This design comes from an exercise in tuning for small area, a short achievable clock period and few clock cycles per item on the open sky130 flow, not from production work. RTL that was checked went through simulation tests only; none was proved equivalent to the original. Power is estimated from default activity; no workload was simulated.

## weighted_write_coalescing_buffer_unit
module weighted_write_coalescing_buffer_unit (
   input  logic                               clock,
   input  logic                               reset,
   input  logic                               req_valid,
   output logic                               req_ready,
   input  logic                               req_mode,
   input  logic [wwcb_pkg::ITEM_W-1:0]        req_item_id,
   input  logic [wwcb_pkg::MODEM_W-1:0]       req_modem_index,
   input  logic [wwcb_pkg::CLASS_W-1:0]       req_weight_class,
   output logic                               rsp_valid,
   input  logic                               rsp_ready,
   output logic [wwcb_pkg::ITEM_W-1:0]        rsp_out_item_id,
   output logic [wwcb_pkg::MODEM_W-1:0]       rsp_out_modem_index,
   output logic [wwcb_pkg::SERIAL_W-1:0]      rsp_batch_serial,
   output logic                               rsp_last,
   input  logic                               csr_psel,
   input  logic                               csr_penable,
   input  logic                               csr_pwrite,
   input  logic [wwcb_pkg::CSR_ADDR_W-1:0]    csr_paddr,
   input  logic [wwcb_pkg::CSR_DATA_W-1:0]    csr_pwdata,
   output logic [wwcb_pkg::CSR_DATA_W-1:0]    csr_prdata,
   output logic                               csr_pready
);
clock: 6.0 ns
lec_check: 0
cap_margin: 20
core_margin: 2
core_utilization: 40
setup_slack_margin: 2.5
slew_margin: 20
run.sh (not shown) runs the stock make flow with config.mk's settings and CLKGATE_MAP_FILE= SYNTH_SCRIPT=/design/flow/synth_recipe.tcl, a recipe that flattens the netlist after the stock synthesis.
Then changed:
--- a/flow/design.v
+++ b/flow/design.v
@@ -50,17 +50,16 @@
    output logic [wwcb_pkg::WEIGHT_W-1:0]       limit_weight_wdata,
    output logic                                limit_count_we,
    output logic [wwcb_pkg::CLIM_W-1:0]         limit_count_wdata
 );
    logic [WEIGHT_W-1:0] weight_limit_ff, weight_limit_in;
    logic [CLIM_W-1:0]   count_limit_ff, count_limit_in;
    logic                wr_strobe;
    logic                reg_sel;
-   logic                rd_sel_ff;
    assign csr_pready = 1'b1;
    assign wr_strobe  = csr_psel & csr_penable & csr_pwrite & csr_pready;
    assign reg_sel    = csr_paddr[2];
    always_comb begin
       weight_limit_in = weight_limit_ff;
       count_limit_in  = count_limit_ff;
       if (wr_strobe) begin
          unique case (reg_sel)
@@ -74,21 +73,18 @@
       if (reset) begin
          weight_limit_ff <= WEIGHT_LIMIT_RESET;
          count_limit_ff  <= COUNT_LIMIT_RESET;
       end else begin
          weight_limit_ff <= weight_limit_in;
          count_limit_ff  <= count_limit_in;
       end
    end
-   always_ff @(posedge clock) begin
-      rd_sel_ff <= reg_sel;
-   end
    always_comb begin
-      unique case (rd_sel_ff)
+      unique case (reg_sel)
          REG_WEIGHT_LIMIT: csr_prdata = {{(CSR_DATA_W-WEIGHT_W){1'b0}}, weight_limit_ff};
          REG_COUNT_LIMIT:  csr_prdata = {{(CSR_DATA_W-CLIM_W){1'b0}}, count_limit_ff};
          default:          csr_prdata = '0;
       endcase
    end
    assign limit_weight = weight_limit_ff;
    assign limit_count  = count_limit_ff;
    assign limit_weight_we    = wr_strobe & (reg_sel == REG_WEIGHT_LIMIT);
@@ -221,23 +217,16 @@
    logic                 rem1_is1;
    logic                 rem1_after0;
    logic                 q_empty;
    logic                 idle_after;
    logic                 o_load;
    logic [1:0]           hs_add;
    logic [SERIAL_W-1:0]  hs_sum0;
    logic [SERIAL_W-1:0]  hs_sum1;
-   logic [CNT_W-1:0]     occ_p1;
-   logic [CNT_W-1:0]     occ_m1;
-   logic [3:0]           hs_lo0;
-   logic [3:0]           hs_lo1;
-   logic [SERIAL_W-4:0]  hs_hi_inc;
-   logic signed [WEIGHT_W:0] wrem_less_lim;
-   logic signed [CNT_W:0]    crem_less_lim;
    assign s_add     = ~s_mode;
    assign cls_w     = wwcb_pkg::class_weight(s_cls);
    always_comb begin
       unique case (s_cls)
          3'd0:                         w_hit = (wrem <= 9'sd20);
          3'd1, 3'd2, 3'd3, 3'd4, 3'd5: w_hit = (wrem <= 9'sd1);
          default:                      w_hit = (wrem <= 9'sd0);
       endcase
@@ -260,25 +249,18 @@
    assign rem1_is0    = (rem1 == '0);
    assign rem1_is1    = (rem1 == CNT_W'(1));
    assign pop_last    = pop & rem1_is1;
    assign rem1_after0 = rem1_is0 | pop_last;
    assign q_empty     = (qcnt == '0);
    assign idle_after  = rem1_after0 & q_empty;
    assign o_load      = (~o_valid & ~rem1_is0) | (pop & (~rem1_is1 | ~q_empty));
    assign hs_add  = q_empty ? emp : qd[0];
-   assign hs_lo0    = {1'b0, hs[2:0]} + {2'b00, hs_add};
-   assign hs_lo1    = {1'b0, hs[2:0]} + {2'b00, hs_add} + 4'd1;
-   assign hs_hi_inc = hs[SERIAL_W-1:3] + (SERIAL_W-3)'(1);
-   assign hs_sum0   = {hs_lo0[3] ? hs_hi_inc : hs[SERIAL_W-1:3], hs_lo0[2:0]};
-   assign hs_sum1   = {hs_lo1[3] ? hs_hi_inc : hs[SERIAL_W-1:3], hs_lo1[2:0]};
-   assign occ_p1 = occ + CNT_W'(1);
-   assign occ_m1 = occ - CNT_W'(1);
-   assign wrem_less_lim = wrem - $signed({1'b0, limit_weight});
-   assign crem_less_lim = crem - $signed({1'b0, limit_count});
+   assign hs_sum0 = hs + SERIAL_W'(hs_add);
+   assign hs_sum1 = hs + SERIAL_W'(hs_add) + SERIAL_W'(1);
    assign ram_wr_en   = s_valid & ~full;
    assign ram_wr_addr = tail;
    assign ram_wr_data = s_key;
    assign ram_act_set = fire & append;
    assign ram_act_clr = release_b;
    assign ram_cmp_en  = accept;
    assign ram_cmp_key = {req_item_id, req_modem_index};
    assign ram_rd_addr = rd;
@@ -313,39 +295,39 @@
             s_valid <= 1'b0;
          end
          if (release_b) begin
             act_cnt <= '0;
          end else if (fire) begin
             act_cnt <= new_cnt;
          end
          if (limit_count_we) begin
-            crem <= crem_less_lim + $signed({1'b0, limit_count_wdata});
+            crem <= crem + $signed({1'b0, limit_count_wdata}) - $signed({1'b0, limit_count});
          end else if (release_b) begin
             crem <= $signed({1'b0, limit_count});
          end else if (fire & append) begin
             crem <= crem - 7'sd1;
          end
          if (limit_weight_we) begin
-            wrem <= wrem_less_lim + $signed({1'b0, limit_weight_wdata});
+            wrem <= wrem + $signed({1'b0, limit_weight_wdata}) - $signed({1'b0, limit_weight});
          end else if (release_b) begin
             wrem <= $signed({1'b0, limit_weight});
          end else if (fire) begin
             wrem <= wrem - $signed({1'b0, cls_w});
          end
          if (fire & append) begin
             tail <= tail + IDX_W'(1);
          end
          if (o_load) begin
             rd <= rd + IDX_W'(1);
          end
          if ((fire & append) & ~o_load) begin
-            occ <= occ_p1;
+            occ <= occ + CNT_W'(1);
          end else if (~(fire & append) & o_load) begin
-            occ <= occ_m1;
+            occ <= occ - CNT_W'(1);
          end
          if (o_load) begin
             o_valid <= 1'b1;
          end else if (pop) begin
             o_valid <= 1'b0;
          end
          if (release_b & idle_after) begin
             hs   <= hs_sum1;
The new run passed the timing, design-rule and antenna checks.
Routed wire length increases by a few percent.
Setup slack improved by 0.097 ns.
Final area went up slightly.
Hold slack barely changes.
Synthesized area climbs slightly.
Count of clock-buffer cells in the layout went up by 10.
Power went up slightly.
Core utilization climbs by 0.24 points.
First-iteration DRC count goes up by a little under a tenth.
Global-route usage grows by 0.63 points.
Sequential share of layout area falls by 0.90 points.
Final cell count goes up by a few percent.
Critical path depth stays the same.
Clock power came out lower by a few percent.
No run of this note included a check of the RTL's function; only the layout flow was run.

========
Setup of the baseline:
weighted_write_coalescing_buffer_unit, a different RTL version from the one above (not shown whole).
Size in the first run: about 3100 cells after synthesis, roughly 150 I/O pins.
clock: 6.0 ns
lec_check: 0
cap_margin: 20
core_margin: 2
core_utilization: 40
setup_slack_margin: 2.5
slew_margin: 20
Testbench counts of the baseline, summed over its fixed seeds: cycles 12,318, items 12,000.
[inputs] the candidate vs the baseline
-- flow/design.v --
<<< the baseline, line 204
   logic [CLASS_W-1:0]   s_cls;
   logic [CNT_W-1:0]         act_cnt;   
   logic [CNT_W:0]       crem;         
   logic [WEIGHT_W:0]    wrem;         
   logic [SERIAL_W-1:0]  hs;           
   logic [CNT_W-1:0]     rem1;         
>>> the candidate, line 204
   logic [CLASS_W-1:0]   s_cls;
   logic [CNT_W-1:0]         act_cnt;   
   logic signed [CNT_W:0]    crem;      
   logic signed [WEIGHT_W:0] wrem;      
   logic [SERIAL_W-1:0]  hs;           
   logic [CNT_W-1:0]     rem1;         
<<< the baseline, line 250
   logic [3:0]           hs_lo1;
   logic [SERIAL_W-4:0]  hs_hi_inc;
   logic [WEIGHT_W:0]    wrem_less_lim;
   logic [CNT_W:0]       crem_less_lim;
   assign s_add     = ~s_mode;
   assign cls_w     = wwcb_pkg::class_weight(s_cls);
   always_comb begin
      unique case (s_cls)
         3'd0:                         w_hit = wrem[WEIGHT_W] | (wrem[WEIGHT_W-1:0] <= 8'd20);
         3'd1, 3'd2, 3'd3, 3'd4, 3'd5: w_hit = wrem[WEIGHT_W] | (wrem[WEIGHT_W-1:0] <= 8'd1);
         default:                      w_hit = wrem[WEIGHT_W] | (wrem[WEIGHT_W-1:0] == 8'd0);
      endcase
   end
   assign c_hit_no  = crem[CNT_W] | (crem[CNT_W-1:0] == 6'd0);
   assign c_hit_app = crem[CNT_W] | (crem[CNT_W-1:0] <= 6'd1);
   assign can_app   = ~act_cnt[CNT_W-1];
   assign append    = s_add & ~ram_match & can_app;
>>> the candidate, line 250
   logic [3:0]           hs_lo1;
   logic [SERIAL_W-4:0]  hs_hi_inc;
   logic signed [WEIGHT_W:0] wrem_less_lim;
   logic signed [CNT_W:0]    crem_less_lim;
   assign s_add     = ~s_mode;
   assign cls_w     = wwcb_pkg::class_weight(s_cls);
   always_comb begin
      unique case (s_cls)
         3'd0:                         w_hit = (wrem <= 9'sd20);
         3'd1, 3'd2, 3'd3, 3'd4, 3'd5: w_hit = (wrem <= 9'sd1);
         default:                      w_hit = (wrem <= 9'sd0);
      endcase
   end
   assign c_hit_no  = (crem <= 7'sd0);
   assign c_hit_app = (crem <= 7'sd1);
   assign can_app   = ~act_cnt[CNT_W-1];
   assign append    = s_add & ~ram_match & can_app;
<<< the baseline, line 292
   assign occ_p1 = occ + CNT_W'(1);
   assign occ_m1 = occ - CNT_W'(1);
   assign wrem_less_lim = wrem - {1'b0, limit_weight};
   assign crem_less_lim = crem - {1'b0, limit_count};
   assign ram_tail    = tail;
   assign ram_wr_en0  = accept & ~fa & (occ != CNT_W'(BUFFER_DEPTH));
>>> the candidate, line 292
   assign occ_p1 = occ + CNT_W'(1);
   assign occ_m1 = occ - CNT_W'(1);
   assign wrem_less_lim = wrem - $signed({1'b0, limit_weight});
   assign crem_less_lim = crem - $signed({1'b0, limit_count});
   assign ram_tail    = tail;
   assign ram_wr_en0  = accept & ~fa & (occ != CNT_W'(BUFFER_DEPTH));
<<< the baseline, line 316
         s_valid <= 1'b0;
         act_cnt <= '0;
         crem    <= 7'd32;
         wrem    <= 9'd20;
         hs      <= '0;
         emp     <= '0;
>>> the candidate, line 316
         s_valid <= 1'b0;
         act_cnt <= '0;
         crem    <= 7'sd32;
         wrem    <= 9'sd20;
         hs      <= '0;
         emp     <= '0;
<<< the baseline, line 338
         end
         if (limit_count_we) begin
            crem <= crem_less_lim + {1'b0, limit_count_wdata};
         end else if (release_b) begin
            crem <= {1'b0, limit_count};
         end else if (fire & append) begin
            crem <= crem - 7'd1;
         end
         if (limit_weight_we) begin
            wrem <= wrem_less_lim + {1'b0, limit_weight_wdata};
         end else if (release_b) begin
            wrem <= {1'b0, limit_weight};
         end else if (fire) begin
            wrem <= wrem - {1'b0, cls_w};
         end
         if (fire & append) begin
>>> the candidate, line 338
         end
         if (limit_count_we) begin
            crem <= crem_less_lim + $signed({1'b0, limit_count_wdata});
         end else if (release_b) begin
            crem <= $signed({1'b0, limit_count});
         end else if (fire & append) begin
            crem <= crem - 7'sd1;
         end
         if (limit_weight_we) begin
            wrem <= wrem_less_lim + $signed({1'b0, limit_weight_wdata});
         end else if (release_b) begin
            wrem <= $signed({1'b0, limit_weight});
         end else if (fire) begin
            wrem <= wrem - $signed({1'b0, cls_w});
         end
         if (fire & append) begin
[summary]
The candidate ran to completion and came out clean on the timing, design-rule and antenna checks.
Diff the baseline and the candidate: detailed-router iteration count before antenna repair lower in the candidate
Count of mapped cells out of synthesis: the baseline vs the candidate, no meaningful difference
Utilization the baseline -> the candidate: down
[the candidate] least setup slack across all paths after layout rose 52 ps relative to the baseline
Area of the die: the baseline vs the candidate, no meaningful difference
The candidate ends up with a hold slack that is 5.7 ps higher than in the baseline.
The baseline -> the candidate: via count of the first global-routing pass increased slightly
The candidate ended with less final design area excluding fillers than the baseline.
No functional check of the RTL was part of the candidate.

==> separate check: timing with driven ports <==
How much do the figures lean on ideal ports? The routed layouts below were timed once more, with nothing changed but the port constraints.
Step 1 assumes that a clkbuf_16 drives the clock port and a buf_2 every other input.
Step 2 times the ports against the registers' clock, not the clock port: input delays grow and output delays shrink by t, the midpoint of the rising clock arrivals with the driver on.
Three values: ideal ports, drivers, drivers and shift; two values: the first two.
run	t (ns)	slack for setup (ns)	worst data-port slew with drivers (ns)	pins driven straight from the clock port
the first run of note 1	0.741	2.326 / 2.326 / 1.900	0.09	1
the second run of note 1	0.732	2.423 / 2.423 / 1.902	0.17	1
the baseline	0.755	2.318 / 2.326 / 1.598	0.07	1
the candidate	0.738	2.370 / 2.419 / 1.680	0.11	1
After both steps every run listed still meets setup and hold. The setup slack of the baseline, which loses most, moves by +0.008 ns with the drivers and by -0.720 ns with both steps.
